This is an optimization exercise on Yosys and OpenROAD, whose aim is small area, a short achievable clock period and few clock cycles per item, not a production implementation. Function was checked by simulation only, so behaviour that the tests miss may differ from the original. Power figures rest on the tool's default switching activity, not on a simulated workload.

Design conv_top, start of the top module:
module conv_top (
  input  logic clk,
  input  logic rst_n,
  input  logic [15:0] ifmap_dat,
  input  logic ifmap_vld,
  output logic ifmap_rdy,
  input  logic [15:0] weights_dat,
  input  logic weights_vld,
  output logic weights_rdy,
  output logic [31:0] ofmap_dat,
  output logic ofmap_vld,
  input  logic ofmap_rdy
);
Size in the first run: ~4500 cells after synthesis, roughly 55000 um2 of cells after synthesis.
clock: 8.0 ns
lec_check: 0
abc_clock_period_in_ps: 2500
cap_margin: 20
core_margin: 2
core_utilization: 62
cts_cluster_diameter: 100
cts_cluster_size: 20
setup_slack_margin: 5
slew_margin: 20
standard.sh (not shown) runs the stock make flow with config.mk's settings and CLKGATE_MAP_FILE= SYNTH_SCRIPT=/design/flow/synth_recipe.tcl, a recipe that flattens the netlist after the stock synthesis.
==> flow/flow/run.sh <==
#!/bin/bash
# Standard layout with two changes:
#  - one netlist step between synthesis and floorplan: fa_polarity.py flips
#    full-adder cells (FA(~a,~b,~c) = ~FA(a,b,c)) so that fewer inverters sit
#    between them; registers and other cells are untouched;
#  - repair_timing aims for a setup slack margin of MARGIN ns (the clock and
#    all constraints stay the design's).
set -euo pipefail
MARGIN=5.1
WORK=$(pwd)
R=$WORK/orfs/results/$FLOW_PLATFORM/conv_top/base
sed "s/SETUP_SLACK_MARGIN=[0-9.]*/SETUP_SLACK_MARGIN=$MARGIN/" standard.sh > $WORK/flow_standard_margin.sh
grep -q "SETUP_SLACK_MARGIN=$MARGIN" $WORK/flow_standard_margin.sh
bash $WORK/flow_standard_margin.sh synth > $WORK/flow_synth.log 2>&1
cp $R/1_2_yosys.v $WORK/yosys_standard.v
python3 $WORK/flow/fa_polarity.py $WORK/yosys_standard.v $R/1_2_yosys.v > $WORK/fa_polarity.log 2>&1
rm -f $R/1_synth.odb $R/1_synth.sdc
bash $WORK/flow_standard_margin.sh finish > $WORK/flow_layout.log 2>&1
Other scripts of this flow, unchanged in this note and not shown: flow/flow/fa_polarity.py
Testbench counts at the start, summed over its fixed seeds: cycles 4,280, jobs 128.
Change:
==> flow/flow/run.sh (replaced) <==
#!/bin/bash
# Standard layout, with one netlist step between synthesis and floorplan:
# fa_polarity.py flips full-adder cells (FA(~a,~b,~c) = ~FA(a,b,c)) so that
# fewer inverters sit between them. Registers and other cells are untouched.
set -euo pipefail
WORK=$(pwd)
R=$WORK/orfs/results/$FLOW_PLATFORM/conv_top/base
bash standard.sh synth > $WORK/flow_synth.log 2>&1
cp $R/1_2_yosys.v $WORK/yosys_standard.v
python3 $WORK/flow/fa_polarity.py $WORK/yosys_standard.v $R/1_2_yosys.v > $WORK/fa_polarity.log 2>&1
rm -f $R/1_synth.odb $R/1_synth.sdc
bash standard.sh finish > $WORK/flow_layout.log 2>&1
CORE_UTILIZATION = 68   (was 62)
Effect:
- wire length drops slightly
- global-route usage increases by 3.0 points
- critical path depth is higher by 4
- cell area came out lower slightly
- sequential cell count stays the same
- area after synthesis does not change
Change:
==> flow/flow/run.sh (replaced) <==
#!/bin/bash
# Standard layout with two changes:
#  - one netlist step between synthesis and floorplan: fa_polarity.py flips
#    full-adder cells (FA(~a,~b,~c) = ~FA(a,b,c)) so that fewer inverters sit
#    between them; registers and other cells are untouched;
#  - repair_timing aims for a setup slack margin of MARGIN ns (the clock and
#    all constraints stay the design's).
set -euo pipefail
MARGIN=5.2
WORK=$(pwd)
R=$WORK/orfs/results/$FLOW_PLATFORM/conv_top/base
sed "s/SETUP_SLACK_MARGIN=[0-9.]*/SETUP_SLACK_MARGIN=$MARGIN/" standard.sh > $WORK/flow_standard_margin.sh
grep -q "SETUP_SLACK_MARGIN=$MARGIN" $WORK/flow_standard_margin.sh
bash $WORK/flow_standard_margin.sh synth > $WORK/flow_synth.log 2>&1
cp $R/1_2_yosys.v $WORK/yosys_standard.v
python3 $WORK/flow/fa_polarity.py $WORK/yosys_standard.v $R/1_2_yosys.v > $WORK/fa_polarity.log 2>&1
rm -f $R/1_synth.odb $R/1_synth.sdc
bash $WORK/flow_standard_margin.sh finish > $WORK/flow_layout.log 2>&1
CORE_UTILIZATION = 62   (was 68)
Via count climbs by 1.2%.
Non-clock buffer count climbs by 93.
Wire length climbs by 5.3%.
Synthesized area is unchanged.
Cell area climbs by 5.3%.
Clock skew drops by 0.0099 ns.

========
conv_top again, from the RTL that the note above started with.
==> flow/config.mk <==
export PLATFORM = sky130hd
export DESIGN_NAME = conv_top
export DESIGN_NICKNAME = conv_top
export VERILOG_FILES = /design/flow/design.v
export SDC_FILE = /design/flow/constraint.sdc
export NUM_CORES = 4
export LEC_CHECK = 0
export ABC_CLOCK_PERIOD_IN_PS = 2500
export CAP_MARGIN = 20
export CORE_MARGIN = 2
export CORE_UTILIZATION = 62
export CTS_CLUSTER_DIAMETER = 100
export CTS_CLUSTER_SIZE = 20
export SETUP_SLACK_MARGIN = 4.85
export SLEW_MARGIN = 20
==> flow/constraint.sdc <==
create_clock -name core_clock -period 8.0 [get_ports {clk}]
set_input_delay 1.6000 -clock core_clock [delete_from_list [all_inputs] [get_ports {clk}]]
set_output_delay 1.6000 -clock core_clock [all_outputs]
set_load 0.01 [all_outputs]
==> flow/flow/run.sh <==
#!/bin/bash
# Standard layout, with one netlist step between synthesis and floorplan:
# fa_polarity.py flips full-adder cells (FA(~a,~b,~c) = ~FA(a,b,c)) so that
# fewer inverters sit between them. Registers and other cells are untouched.
set -euo pipefail
WORK=$(pwd)
R=$WORK/orfs/results/$FLOW_PLATFORM/conv_top/base
bash standard.sh synth > $WORK/flow_synth.log 2>&1
cp $R/1_2_yosys.v $WORK/yosys_standard.v
python3 $WORK/flow/fa_polarity.py $WORK/yosys_standard.v $R/1_2_yosys.v > $WORK/fa_polarity.log 2>&1
rm -f $R/1_synth.odb $R/1_synth.sdc
bash standard.sh finish > $WORK/flow_layout.log 2>&1
Other scripts of this flow, unchanged in this note and not shown: flow/flow/fa_polarity.py
The baseline finished clean.
Testbench counts at the start, summed over its fixed seeds: cycles 4,280, jobs 128.
Next try:
- CORE_UTILIZATION: 62 -> 55
- CTS_CLUSTER_DIAMETER: 100 -> unset
- CTS_CLUSTER_SIZE: 20 -> unset
- SETUP_SLACK_MARGIN: 4.85 -> 5
=>
- The changed run finished with timing, DRC and antenna clean
- final area is higher by 4.2%
- maximum frequency rises by 4.7%
- synthesized cell count stays the same
- total power climbs by 7.4%
- die area came out higher by 13%
- combinational power stays flat
- cell count rose by 4.8%
- count of clock-buffer cells in the layout came out higher by 63
- register-to-register slack gains 0.14 ns
Next try:
- ABC_CLOCK_PERIOD_IN_PS: 2500 -> 2000
- CORE_UTILIZATION: 55 -> 62
- CTS_CLUSTER_DIAMETER: unset -> 100
- CTS_CLUSTER_SIZE: unset -> 20
Result: Synthesized cell count is unchanged; final area fell by 2.8%; fmax fell by 0.30%.
Next try:
- ABC_AREA: unset -> 1
- ABC_CLOCK_PERIOD_IN_PS: 2000 -> 2500
- CORE_UTILIZATION: 62 -> 55
- CTS_CLUSTER_DIAMETER: 100 -> unset
- CTS_CLUSTER_SIZE: 20 -> unset
Clock skew rises by 0.030 ns.
Register-to-register slack degrades by 0.08 ns.
First-iteration DRC count rises by 11%.
Synthesized cell count rises by 5.6%.
Design area rises by 8.2%.
Routed wire length rises by 9.9%.
Power falls by 7.1%.
Count of clock-buffer cells in the layout rises by 54.
Next try:
==> flow/flow/run.sh (replaced) <==
#!/bin/bash
# Standard layout with two changes:
#  - one netlist step between synthesis and floorplan: fa_polarity.py flips
#    full-adder cells (FA(~a,~b,~c) = ~FA(a,b,c)) so that fewer inverters sit
#    between them; registers and other cells are untouched;
#  - repair_timing aims for a setup slack margin of MARGIN ns (the clock and
#    all constraints stay the design's).
set -euo pipefail
MARGIN=5.1
WORK=$(pwd)
R=$WORK/orfs/results/$FLOW_PLATFORM/conv_top/base
sed "s/SETUP_SLACK_MARGIN=[0-9.]*/SETUP_SLACK_MARGIN=$MARGIN/" standard.sh > $WORK/flow_standard_margin.sh
grep -q "SETUP_SLACK_MARGIN=$MARGIN" $WORK/flow_standard_margin.sh
bash $WORK/flow_standard_margin.sh synth > $WORK/flow_synth.log 2>&1
cp $R/1_2_yosys.v $WORK/yosys_standard.v
python3 $WORK/flow/fa_polarity.py $WORK/yosys_standard.v $R/1_2_yosys.v > $WORK/fa_polarity.log 2>&1
rm -f $R/1_synth.odb $R/1_synth.sdc
bash $WORK/flow_standard_margin.sh finish > $WORK/flow_layout.log 2>&1
- ABC_AREA: 1 -> unset
- CORE_UTILIZATION: 55 -> 62
- CTS_CLUSTER_DIAMETER: unset -> 90
- CTS_CLUSTER_SIZE: unset -> 24
The changed run finished with timing, DRC and antenna clean.
Total power increases by 6.0%.
Final area decreases by 7.0%.
Routed wire length decreases by 8.2%.
Global-route usage increases by 0.75 points.
Count of clock-buffer cells in the layout decreases by 74.
Core utilization increases by 2.3 points.
Next try:
==> flow/flow/run.sh (replaced) <==
#!/bin/bash
# Standard layout, with one netlist step between synthesis and floorplan:
# fa_polarity.py flips full-adder cells (FA(~a,~b,~c) = ~FA(a,b,c)) so that
# fewer inverters sit between them. Registers and other cells are untouched.
set -euo pipefail
WORK=$(pwd)
R=$WORK/orfs/results/$FLOW_PLATFORM/conv_top/base
bash standard.sh synth > $WORK/flow_synth.log 2>&1
cp $R/1_2_yosys.v $WORK/yosys_standard.v
python3 $WORK/flow/fa_polarity.py $WORK/yosys_standard.v $R/1_2_yosys.v > $WORK/fa_polarity.log 2>&1
rm -f $R/1_synth.odb $R/1_synth.sdc
bash standard.sh finish > $WORK/flow_layout.log 2>&1
- CTS_CLUSTER_DIAMETER: 90 -> 100
- CTS_CLUSTER_SIZE: 24 -> 20
Result: The changed run passed the timing, DRC and antenna checks; cell count stays flat; flip-flop and latch count is unchanged; final area decreases slightly; combinational power is about the same.

-- static timing again, ports no longer ideal --
The results above use ideal ports. As a check the final layouts listed here were re-extracted and re-timed, cells and wires unchanged. Step 1 assumes that a clkbuf_16 drives the clock port and a buf_2 every other input. Step 2 moves the port delays by t, midway between the first and last clock arrival at a register: inputs arrive t later, outputs are due t later. That takes back most of the time a late clock gives input paths. a / b / c = no drivers / after step 1 / after step 2; a / b = the first two.
| run | t, ns | setup WS [ns] | hold WS [ns] | worst setup path at the end | worst slew at a driven data input, ns |
|---|---|---|---|---|---|
| the first run of note 1 | 0.742 | 5.050 / 4.982 / 4.394 | 0.316 / 0.316 / 0.316 | input to register | 0.09 |
| the second run of note 1 | 0.736 | 4.872 / 4.872 / 4.327 | 0.323 / 0.323 / 0.323 | input to register | 0.10 |
| the third run of note 1 | 0.739 | 5.014 / 4.941 / 4.375 | 0.292 / 0.292 / 0.292 | input to register | 0.09 |
| the first run of note 2 | 0.730 | 4.851 / 4.823 / 4.221 | 0.319 / 0.319 / 0.319 | input to register | 0.06 |
| the second run of note 2 | 0.764 | 4.992 / 4.949 / 4.289 | 0.308 / 0.308 / 0.308 | input to register | 0.05 |
| the third run of note 2 | 0.732 | 4.983 / 4.959 / 4.303 | 0.286 / 0.286 / 0.286 | input to register | 0.07 |
| the fourth run of note 2 | 0.775 | 4.904 / 4.904 / 4.363 | 0.285 / 0.285 / 0.285 | input to register | 0.06 |
| the fifth run of note 2 | 0.750 | 4.993 / 4.925 / 4.358 | 0.308 / 0.308 / 0.308 | input to register | 0.09 |
| the sixth run of note 2 | 0.732 | 4.983 / 4.959 / 4.303 | 0.286 / 0.286 / 0.286 | input to register | 0.07 |
After both steps setup and hold are still met in every run listed. For the second run of note 2, which loses most, drivers alone change the setup slack by -0.043 ns; drivers and shift together by -0.703 ns.
